This design comes from an exercise in tuning for small area and a short achievable clock period on the open sky130 flow, not from production work.
The RTL was checked by simulation tests, not by an equivalence proof against the original design.
Power figures rest on the tool's default switching activity, not on a simulated workload.

==> job 112: inputs <==
==> flow/design.v <==
`default_nettype none
module vc_input_buffer #(
    parameter int FLIT_WIDTH = 64,
    parameter int DEPTH      = 16,
    parameter int NUM_VC     = 2,
    parameter int OFF_THRESH = DEPTH - 2,
    parameter int ON_THRESH  = 2,
    localparam int VC_W      = (NUM_VC > 1) ? $clog2(NUM_VC) : 1,
    localparam int CNT_W     = $clog2(DEPTH + 1)
) (
    input  logic                    clk,
    input  logic                    rst,
    input  logic [FLIT_WIDTH-1:0]   flit_in,
    input  logic                    push,
    input  logic [VC_W-1:0]         push_vc,
    input  logic                    pop,
    input  logic [VC_W-1:0]         pop_vc,
    input  logic                    err_clr,
    output logic [FLIT_WIDTH-1:0]   flit_o,
    output logic [NUM_VC-1:0]       full,
    output logic [NUM_VC-1:0]       empty,
    output logic [NUM_VC-1:0]       vc_on,
    output logic [NUM_VC*CNT_W-1:0] count,
    output logic [NUM_VC-1:0]       overflow_err,
    output logic [NUM_VC-1:0]       underflow_err
);
    localparam int BDEPTH = DEPTH - 1;    
    localparam logic [CNT_W-1:0] C_DEPTH = CNT_W'(DEPTH);
    localparam logic [CNT_W-1:0] C_OFF   = CNT_W'(OFF_THRESH);
    localparam logic [CNT_W-1:0] C_ON    = CNT_W'(ON_THRESH);
    logic [FLIT_WIDTH-1:0] w_head [NUM_VC];
    for (genvar v = 0; v < NUM_VC; v++) begin : g_vc
        logic [FLIT_WIDTH-1:0] r_mem [BDEPTH];
        logic [FLIT_WIDTH-1:0] r_head_n;   
        logic [BDEPTH-1:0]     r_wr_oh;    
        logic [BDEPTH-1:0]     r_rd_oh;    
        logic [CNT_W-1:0]      r_count;
        logic                  r_full;
        logic                  r_empty;
        logic                  r_one;      
        logic                  r_vc_on;
        logic                  r_ovf;
        logic                  r_unf;
        logic                  w_push_sel;
        logic                  w_pop_sel;
        logic                  w_pop_acc;
        logic                  w_push_acc;
        logic                  w_ovf_evt;
        logic                  w_unf_evt;
        logic                  w_head_in;    
        logic                  w_head_en;
        logic                  w_rd_adv;
        logic                  w_wr_adv;
        logic [CNT_W-1:0]      w_count_next;
        logic [FLIT_WIDTH-1:0] w_buf_out;
        assign w_push_sel = push && (push_vc == VC_W'(v));
        assign w_pop_sel  = pop  && (pop_vc  == VC_W'(v));
        assign w_pop_acc  = w_pop_sel && !r_empty;
        assign w_push_acc = w_push_sel && (!r_full || w_pop_sel);
        assign w_ovf_evt  = w_push_sel && !w_push_acc;
        assign w_unf_evt  = w_pop_sel && r_empty;
        assign w_head_in = w_push_acc && (r_empty || (w_pop_acc && r_one));
        assign w_head_en = w_pop_acc || (w_push_acc && r_empty);
        assign w_rd_adv  = w_pop_acc && !r_one;
        assign w_wr_adv  = w_push_acc && !r_empty && !(w_pop_acc && r_one);
        logic              w_inc;
        logic              w_dec;
        logic [CNT_W-1:0]  w_cnt_up;
        logic [CNT_W-1:0]  w_cnt_dn;
        logic              w_full_next;
        logic              w_empty_next;
        logic              w_one_next;
        logic              w_off_next;
        logic              w_on_next;
        assign w_inc    = w_push_acc && !w_pop_acc;
        assign w_dec    = w_pop_acc && !w_push_acc;
        assign w_cnt_up = r_count + CNT_W'(1);
        assign w_cnt_dn = r_count - CNT_W'(1);
        always_comb begin
            if (w_inc) begin
                w_count_next = w_cnt_up;
                w_full_next  = (w_cnt_up == C_DEPTH);
                w_empty_next = 1'b0;
                w_one_next   = r_empty;
                w_off_next   = (w_cnt_up >= C_OFF);
                w_on_next    = (w_cnt_up <= C_ON);
            end else if (w_dec) begin
                w_count_next = w_cnt_dn;
                w_full_next  = 1'b0;
                w_empty_next = r_one;
                w_one_next   = (w_cnt_dn == CNT_W'(1));
                w_off_next   = (w_cnt_dn >= C_OFF);
                w_on_next    = (w_cnt_dn <= C_ON);
            end else begin
                w_count_next = r_count;
                w_full_next  = r_full;
                w_empty_next = r_empty;
                w_one_next   = r_one;
                w_off_next   = (r_count >= C_OFF);
                w_on_next    = (r_count <= C_ON);
            end
        end
        always_comb begin
            w_buf_out = '0;
            for (int i = 0; i < BDEPTH; i++) begin
                w_buf_out = w_buf_out | ({FLIT_WIDTH{r_rd_oh[i]}} & r_mem[i]);
            end
        end
        for (genvar i = 0; i < BDEPTH; i++) begin : g_ent
            logic                  w_we;
            logic [FLIT_WIDTH-1:0] w_d;
            assign w_we = w_push_acc && r_wr_oh[i];
            for (genvar k = 0; k < FLIT_WIDTH; k = k + 4) begin : g_hold
                vc_input_buffer_hold #(.W(4)) u_hold (
                    .we(w_we), .we_n(!w_we), .d(flit_in[k +: 4]),
                    .q(r_mem[i][k +: 4]), .y(w_d[k +: 4])
                );
            end
            always_ff @(posedge clk) begin
                r_mem[i] <= w_d;
            end
        end
        logic [FLIT_WIDTH-1:0] w_head_d;
        logic [FLIT_WIDTH-1:0] w_head_new;
        assign w_head_new = ~(w_head_in ? flit_in : w_buf_out);
        for (genvar k = 0; k < FLIT_WIDTH; k = k + 4) begin : g_hhold
            vc_input_buffer_hold #(.W(4)) u_hold (
                .we(w_head_en), .we_n(!w_head_en), .d(w_head_new[k +: 4]),
                .q(r_head_n[k +: 4]), .y(w_head_d[k +: 4])
            );
        end
        always_ff @(posedge clk) begin
            r_head_n <= w_head_d;
        end
        always_ff @(posedge clk) begin
            if (rst) begin
                r_wr_oh  <= BDEPTH'(1);
                r_rd_oh  <= BDEPTH'(1);
                r_count  <= '0;
                r_full   <= 1'b0;
                r_empty  <= 1'b1;
                r_one    <= 1'b0;
                r_vc_on  <= 1'b1;
                r_ovf    <= 1'b0;
                r_unf    <= 1'b0;
            end else begin
                if (w_wr_adv) begin
                    r_wr_oh <= {r_wr_oh[BDEPTH-2:0], r_wr_oh[BDEPTH-1]};
                end
                if (w_rd_adv) begin
                    r_rd_oh <= {r_rd_oh[BDEPTH-2:0], r_rd_oh[BDEPTH-1]};
                end
                r_count <= w_count_next;
                r_full  <= w_full_next;
                r_empty <= w_empty_next;
                r_one   <= w_one_next;
                if (w_off_next) begin
                    r_vc_on <= 1'b0;
                end else if (w_on_next) begin
                    r_vc_on <= 1'b1;
                end
                if (w_ovf_evt) begin
                    r_ovf <= 1'b1;
                end else if (err_clr) begin
                    r_ovf <= 1'b0;
                end
                if (w_unf_evt) begin
                    r_unf <= 1'b1;
                end else if (err_clr) begin
                    r_unf <= 1'b0;
                end
            end
        end
        assign w_head[v]                  = r_head_n;
        assign count[v*CNT_W +: CNT_W]    = r_count;
        assign full[v]                    = r_full;
        assign empty[v]                   = r_empty;
        assign vc_on[v]                   = r_vc_on;
        assign overflow_err[v]            = r_ovf;
        assign underflow_err[v]           = r_unf;
    end
    logic w_sel1;
    logic w_sel0;
    assign w_sel1 = (pop_vc == VC_W'(1));
    assign w_sel0 = (pop_vc == VC_W'(0));
    for (genvar k = 0; k < FLIT_WIDTH; k = k + 4) begin : g_out
        vc_input_buffer_omux #(.W(4)) u_omux (
            .s0(w_sel0), .s1(w_sel1), .a0_n(w_head[0][k +: 4]),
            .a1_n(w_head[1][k +: 4]), .y(flit_o[k +: 4])
        );
    end
endmodule
module vc_input_buffer_hold #(
    parameter int W = 64
) (
    input  logic         we,
    input  logic         we_n,
    input  logic [W-1:0] d,
    input  logic [W-1:0] q,
    output logic [W-1:0] y
);
    assign y = ({W{we}} & d) | ({W{we_n}} & q);
endmodule
module vc_input_buffer_omux #(
    parameter int W = 4
) (
    input  logic         s0,
    input  logic         s1,
    input  logic [W-1:0] a0_n,
    input  logic [W-1:0] a1_n,
    output logic [W-1:0] y
);
    assign y = ~(({W{s0}} & a0_n) | ({W{s1}} & a1_n));
endmodule
`default_nettype wire
==> flow/flow/run.sh <==
#!/bin/bash
set -e
cp standard.sh standard_sh_copy.log
cp config.mk config_mk_copy.log
export IO_CONSTRAINTS=$PWD/flow/io.tcl
bash standard.sh > standard.log 2>&1
==> flow/flow/io.tcl <==
# Keep the head-flit outputs and their select together on one edge.
set_io_pin_constraint -group -order -region left:* -pin_names {flit_o[0] flit_o[1] flit_o[2] flit_o[3] flit_o[4] flit_o[5] flit_o[6] flit_o[7] flit_o[8] flit_o[9] flit_o[10] flit_o[11] flit_o[12] flit_o[13] flit_o[14] flit_o[15] flit_o[16] flit_o[17] flit_o[18] flit_o[19] flit_o[20] flit_o[21] flit_o[22] flit_o[23] flit_o[24] flit_o[25] flit_o[26] flit_o[27] flit_o[28] flit_o[29] flit_o[30] flit_o[31] pop_vc[0] flit_o[32] flit_o[33] flit_o[34] flit_o[35] flit_o[36] flit_o[37] flit_o[38] flit_o[39] flit_o[40] flit_o[41] flit_o[42] flit_o[43] flit_o[44] flit_o[45] flit_o[46] flit_o[47] flit_o[48] flit_o[49] flit_o[50] flit_o[51] flit_o[52] flit_o[53] flit_o[54] flit_o[55] flit_o[56] flit_o[57] flit_o[58] flit_o[59] flit_o[60] flit_o[61] flit_o[62] flit_o[63]}
==> flow/standard.sh <==
#!/bin/bash
# synth_recipe.tcl (not shown) runs the flow's synth.tcl, then flattens the netlist and writes it again
# the make line also repeats each setting of config.mk as NAME=value (left out here)
make -C /OpenROAD-flow-scripts/flow DESIGN_CONFIG=/design/flow/config.mk WORK_HOME=/design/flow/orfs CLKGATE_MAP_FILE= SYNTH_SCRIPT=/design/flow/synth_recipe.tcl "${@:-finish}"
==> flow/config.mk <==
export PLATFORM = sky130hd
export DESIGN_NAME = vc_input_buffer
export DESIGN_NICKNAME = vc_input_buffer
export VERILOG_FILES = /design/flow/design.v
export SDC_FILE = /design/flow/constraint.sdc
export NUM_CORES = 4
export LEC_CHECK = 0
export CAP_MARGIN = 20
export CORE_MARGIN = 2
export CORE_UTILIZATION = 55
export SETUP_SLACK_MARGIN = 1.9
export SLEW_MARGIN = 20
export SYNTH_HIERARCHICAL = 1
==> flow/constraint.sdc <==
create_clock -name core_clock -period 4.2 [get_ports {clk}]
set_input_delay 0.8400 -clock core_clock [delete_from_list [all_inputs] [get_ports {clk}]]
set_output_delay 0.8400 -clock core_clock [all_outputs]
set_load 0.01 [all_outputs]
==> inputs of job 6285, as changes to job 112 <==
--- a/flow/design.v
+++ b/flow/design.v
@@ -180,13 +180,11 @@
         assign underflow_err[v]           = r_unf;
     end
-    logic w_sel1;
-    logic w_sel0;
-    assign w_sel1 = (pop_vc == VC_W'(1));
-    assign w_sel0 = (pop_vc == VC_W'(0));
-    for (genvar k = 0; k < FLIT_WIDTH; k = k + 4) begin : g_out
-        vc_input_buffer_omux #(.W(4)) u_omux (
-            .s0(w_sel0), .s1(w_sel1), .a0_n(w_head[0][k +: 4]),
-            .a1_n(w_head[1][k +: 4]), .y(flit_o[k +: 4])
-        );
+    always_comb begin
+        flit_o = '1;
+        for (int v = 0; v < NUM_VC; v++) begin
+            if (pop_vc == VC_W'(v)) begin
+                flit_o = ~w_head[v];
+            end
+        end
     end
 endmodule
@@ -202,14 +200,3 @@
     assign y = ({W{we}} & d) | ({W{we_n}} & q);
 endmodule
-module vc_input_buffer_omux #(
-    parameter int W = 4
-) (
-    input  logic         s0,
-    input  logic         s1,
-    input  logic [W-1:0] a0_n,
-    input  logic [W-1:0] a1_n,
-    output logic [W-1:0] y
-);
-    assign y = ~(({W{s0}} & a0_n) | ({W{s1}} & a1_n));
-endmodule
 `default_nettype wire
==> flow/run.sh (new file) <==
#!/bin/bash
# synth_recipe.tcl (not shown) runs the flow's synth.tcl, then flattens the netlist and writes it again
# the make line also repeats each setting of config.mk as NAME=value (left out here)
make -C /OpenROAD-flow-scripts/flow DESIGN_CONFIG=/design/flow/config.mk WORK_HOME=/design/flow/orfs CLKGATE_MAP_FILE= SYNTH_SCRIPT=/design/flow/synth_recipe.tcl finish
--- a/flow/config.mk
+++ b/flow/config.mk
@@ -9,5 +9,8 @@
 export CORE_MARGIN = 2
 export CORE_UTILIZATION = 55
-export SETUP_SLACK_MARGIN = 1.9
+export CTS_CLUSTER_DIAMETER = 100
+export CTS_CLUSTER_SIZE = 26
+export SETUP_SLACK_MARGIN = 1.6
 export SLEW_MARGIN = 20
 export SYNTH_HIERARCHICAL = 1
+export TNS_END_PERCENT = 10
removed: flow/flow/run.sh
removed: flow/flow/io.tcl
removed: flow/standard.sh
==> inputs of job 8136, as changes to job 112 <==
--- a/flow/design.v
+++ b/flow/design.v
@@ -32,5 +32,5 @@
     for (genvar v = 0; v < NUM_VC; v++) begin : g_vc
         logic [FLIT_WIDTH-1:0] r_mem [BDEPTH];
-        logic [FLIT_WIDTH-1:0] r_head_n;   
+        logic [FLIT_WIDTH-1:0] r_head;
         logic [BDEPTH-1:0]     r_wr_oh;    
         logic [BDEPTH-1:0]     r_rd_oh;    
@@ -108,28 +108,14 @@
         end
         for (genvar i = 0; i < BDEPTH; i++) begin : g_ent
-            logic                  w_we;
-            logic [FLIT_WIDTH-1:0] w_d;
-            assign w_we = w_push_acc && r_wr_oh[i];
-            for (genvar k = 0; k < FLIT_WIDTH; k = k + 4) begin : g_hold
-                vc_input_buffer_hold #(.W(4)) u_hold (
-                    .we(w_we), .we_n(!w_we), .d(flit_in[k +: 4]),
-                    .q(r_mem[i][k +: 4]), .y(w_d[k +: 4])
-                );
-            end
             always_ff @(posedge clk) begin
-                r_mem[i] <= w_d;
+                if (w_push_acc && r_wr_oh[i]) begin
+                    r_mem[i] <= flit_in;
+                end
             end
         end
-        logic [FLIT_WIDTH-1:0] w_head_d;
-        logic [FLIT_WIDTH-1:0] w_head_new;
-        assign w_head_new = ~(w_head_in ? flit_in : w_buf_out);
-        for (genvar k = 0; k < FLIT_WIDTH; k = k + 4) begin : g_hhold
-            vc_input_buffer_hold #(.W(4)) u_hold (
-                .we(w_head_en), .we_n(!w_head_en), .d(w_head_new[k +: 4]),
-                .q(r_head_n[k +: 4]), .y(w_head_d[k +: 4])
-            );
-        end
         always_ff @(posedge clk) begin
-            r_head_n <= w_head_d;
+            if (w_head_en) begin
+                r_head <= w_head_in ? flit_in : w_buf_out;
+            end
         end
         always_ff @(posedge clk) begin
@@ -172,5 +158,5 @@
             end
         end
-        assign w_head[v]                  = r_head_n;
+        assign w_head[v]                  = r_head;
         assign count[v*CNT_W +: CNT_W]    = r_count;
         assign full[v]                    = r_full;
@@ -180,36 +166,12 @@
         assign underflow_err[v]           = r_unf;
     end
-    logic w_sel1;
-    logic w_sel0;
-    assign w_sel1 = (pop_vc == VC_W'(1));
-    assign w_sel0 = (pop_vc == VC_W'(0));
-    for (genvar k = 0; k < FLIT_WIDTH; k = k + 4) begin : g_out
-        vc_input_buffer_omux #(.W(4)) u_omux (
-            .s0(w_sel0), .s1(w_sel1), .a0_n(w_head[0][k +: 4]),
-            .a1_n(w_head[1][k +: 4]), .y(flit_o[k +: 4])
-        );
+    always_comb begin
+        flit_o = '0;
+        for (int v = 0; v < NUM_VC; v++) begin
+            if (pop_vc == VC_W'(v)) begin
+                flit_o = w_head[v];
+            end
+        end
     end
 endmodule
-module vc_input_buffer_hold #(
-    parameter int W = 64
-) (
-    input  logic         we,
-    input  logic         we_n,
-    input  logic [W-1:0] d,
-    input  logic [W-1:0] q,
-    output logic [W-1:0] y
-);
-    assign y = ({W{we}} & d) | ({W{we_n}} & q);
-endmodule
-module vc_input_buffer_omux #(
-    parameter int W = 4
-) (
-    input  logic         s0,
-    input  logic         s1,
-    input  logic [W-1:0] a0_n,
-    input  logic [W-1:0] a1_n,
-    output logic [W-1:0] y
-);
-    assign y = ~(({W{s0}} & a0_n) | ({W{s1}} & a1_n));
-endmodule
 `default_nettype wire
==> flow/run.sh (new file) <==
#!/bin/bash
# synth_recipe.tcl (not shown) runs the flow's synth.tcl, then flattens the netlist and writes it again
# the make line also repeats each setting of config.mk as NAME=value (left out here)
make -C /OpenROAD-flow-scripts/flow DESIGN_CONFIG=/design/flow/config.mk WORK_HOME=/design/flow/orfs CLKGATE_MAP_FILE= SYNTH_SCRIPT=/design/flow/synth_recipe.tcl finish
--- a/flow/config.mk
+++ b/flow/config.mk
@@ -9,5 +9,6 @@
 export CORE_MARGIN = 2
 export CORE_UTILIZATION = 55
-export SETUP_SLACK_MARGIN = 1.9
+export CTS_BUF_LIST = sky130_fd_sc_hd__clkbuf_8
+export CTS_CLUSTER_SIZE = 20
+export SETUP_SLACK_MARGIN = 1.6
 export SLEW_MARGIN = 20
-export SYNTH_HIERARCHICAL = 1
removed: flow/flow/run.sh
removed: flow/flow/io.tcl
removed: flow/standard.sh
==> notes <==
Non-clock buffer count: job 8136 < job 6285 < job 112.
Of job 112 and job 6285, job 6285 has the higher hold slack (gap 0.092 ns).
Between job 8136 and job 6285, the lower worst setup slack is in job 8136 (gap 0.16 ns).
The highest power belongs to job 112, the lowest to job 6285.
Cell area, highest first: job 112, job 8136, job 6285.
First-iteration DRC count: job 8136 is lower than job 6285 (28%).
The lowest core utilization belongs to job 6285, the highest to job 112.
Synthesized cell count, highest first: job 6285, job 112, job 8136.
Combinational power: job 8136 is lower than job 6285 (about 50%).
Count of clock-buffer cells in the layout: job 8136 > job 112 > job 6285.
==> figures <==
| quantity | job 8136 | job 6285 | job 112 |
|---|---|---|---|
| Total Power | 41.3 mW | 35.7 mW | 45.5 mW |
| Fraction of final layout cells with drive strength greater than 1 | 16.4% | 9.14% | 15.3% |
| Time the final worst path needs with I/O delays and setup | 2.93 ns | 2.77 ns | 2.75 ns |
| Post-detailed-placement cell area | 0.0818 mm² | 0.0801 mm² | 0.0800 mm² |
| Net switching power figure | 9.10 mW | 9.00 mW | 11.6 mW |
| Proportion of cell area occupied by multi-input gates | 14.9% | 37.1% | 34.8% |
| Post-Synthesis Mean Instance Area | 18.5 µm² | 11.9 µm² | 11.9 µm² |
| Period Utilization, post-route | 69.8% | 66.0% | 65.4% |
| Via density | 6.91 | 7.85 | 7.85 |
| Parity-gate share of the synthesized area counting xor and xnor cells | 0.148% | 0.153% | 0.189% |
| Buffer and inverter count on the worst path | 1 | 4 | 4 |
| Clock transition at the registers of the reported paths | 0.06 ns | 0.10 ns | 0.06 ns |
| Grt met1 use | 49.4% | 57.6% | 61.8% |
| Number of antenna violations at the first check in global routing | 13 | 15 | 22 |
| Well tap count | 1876 | 1768 | 1768 |
| Switching Share | 22.0% | 25.2% | 25.4% |
| Min Hold Slack | 0.343 ns | 0.475 ns | 0.383 ns |
| Power in the clock group | 16.0 mW | 10.5 mW | 19.5 mW |
| Leakage power | 28.2 nW | 32.0 nW | 34.4 nW |
| Run status | complete, no violations | complete, no violations | complete, no violations |
| Post-route standard cell area excluding fillers | 0.0881 mm² | 0.0835 mm² | 0.0888 mm² |
| Power in combinational cells | 1.61 mW | 3.39 mW | 3.63 mW |

[static timing again, ports no longer ideal]
Ports are ideal in the flow. The routed layouts listed here were re-timed in OpenROAD. Step 1 sets driving cells, clkbuf_16 on the clock port and buf_2 on the other inputs (assumed; they add their load-dependent delay and slew). Step 2 moves the port delays by t, midway between the first and last clock arrival at a register: inputs arrive t later, outputs are due t later. That takes back most of the time a late clock gives input paths. Slacks: no drivers / after step 1 / after step 2; pairs: no drivers / after step 1.
run | t (ns) | slack for setup (ns) | worst setup path at the end | latest minus earliest clock arrival (ns) | worst data-port slew with drivers (ns)
job 112 | 0.911 | 1.453 / 1.256 / 0.708 | input to register | 0.029 / 0.029 | 0.20
job 6285 | 0.837 | 1.428 / 1.110 / 0.617 | input to register | 0.029 / 0.029 | 0.38
job 8136 | 1.091 | 1.268 / 1.185 / 0.684 | input to register | 0.049 / 0.049 | 0.15
After both steps setup and hold are still met in every run listed. For job 6285, which loses most, drivers alone change the setup slack by -0.318 ns; drivers and shift together by -0.811 ns.
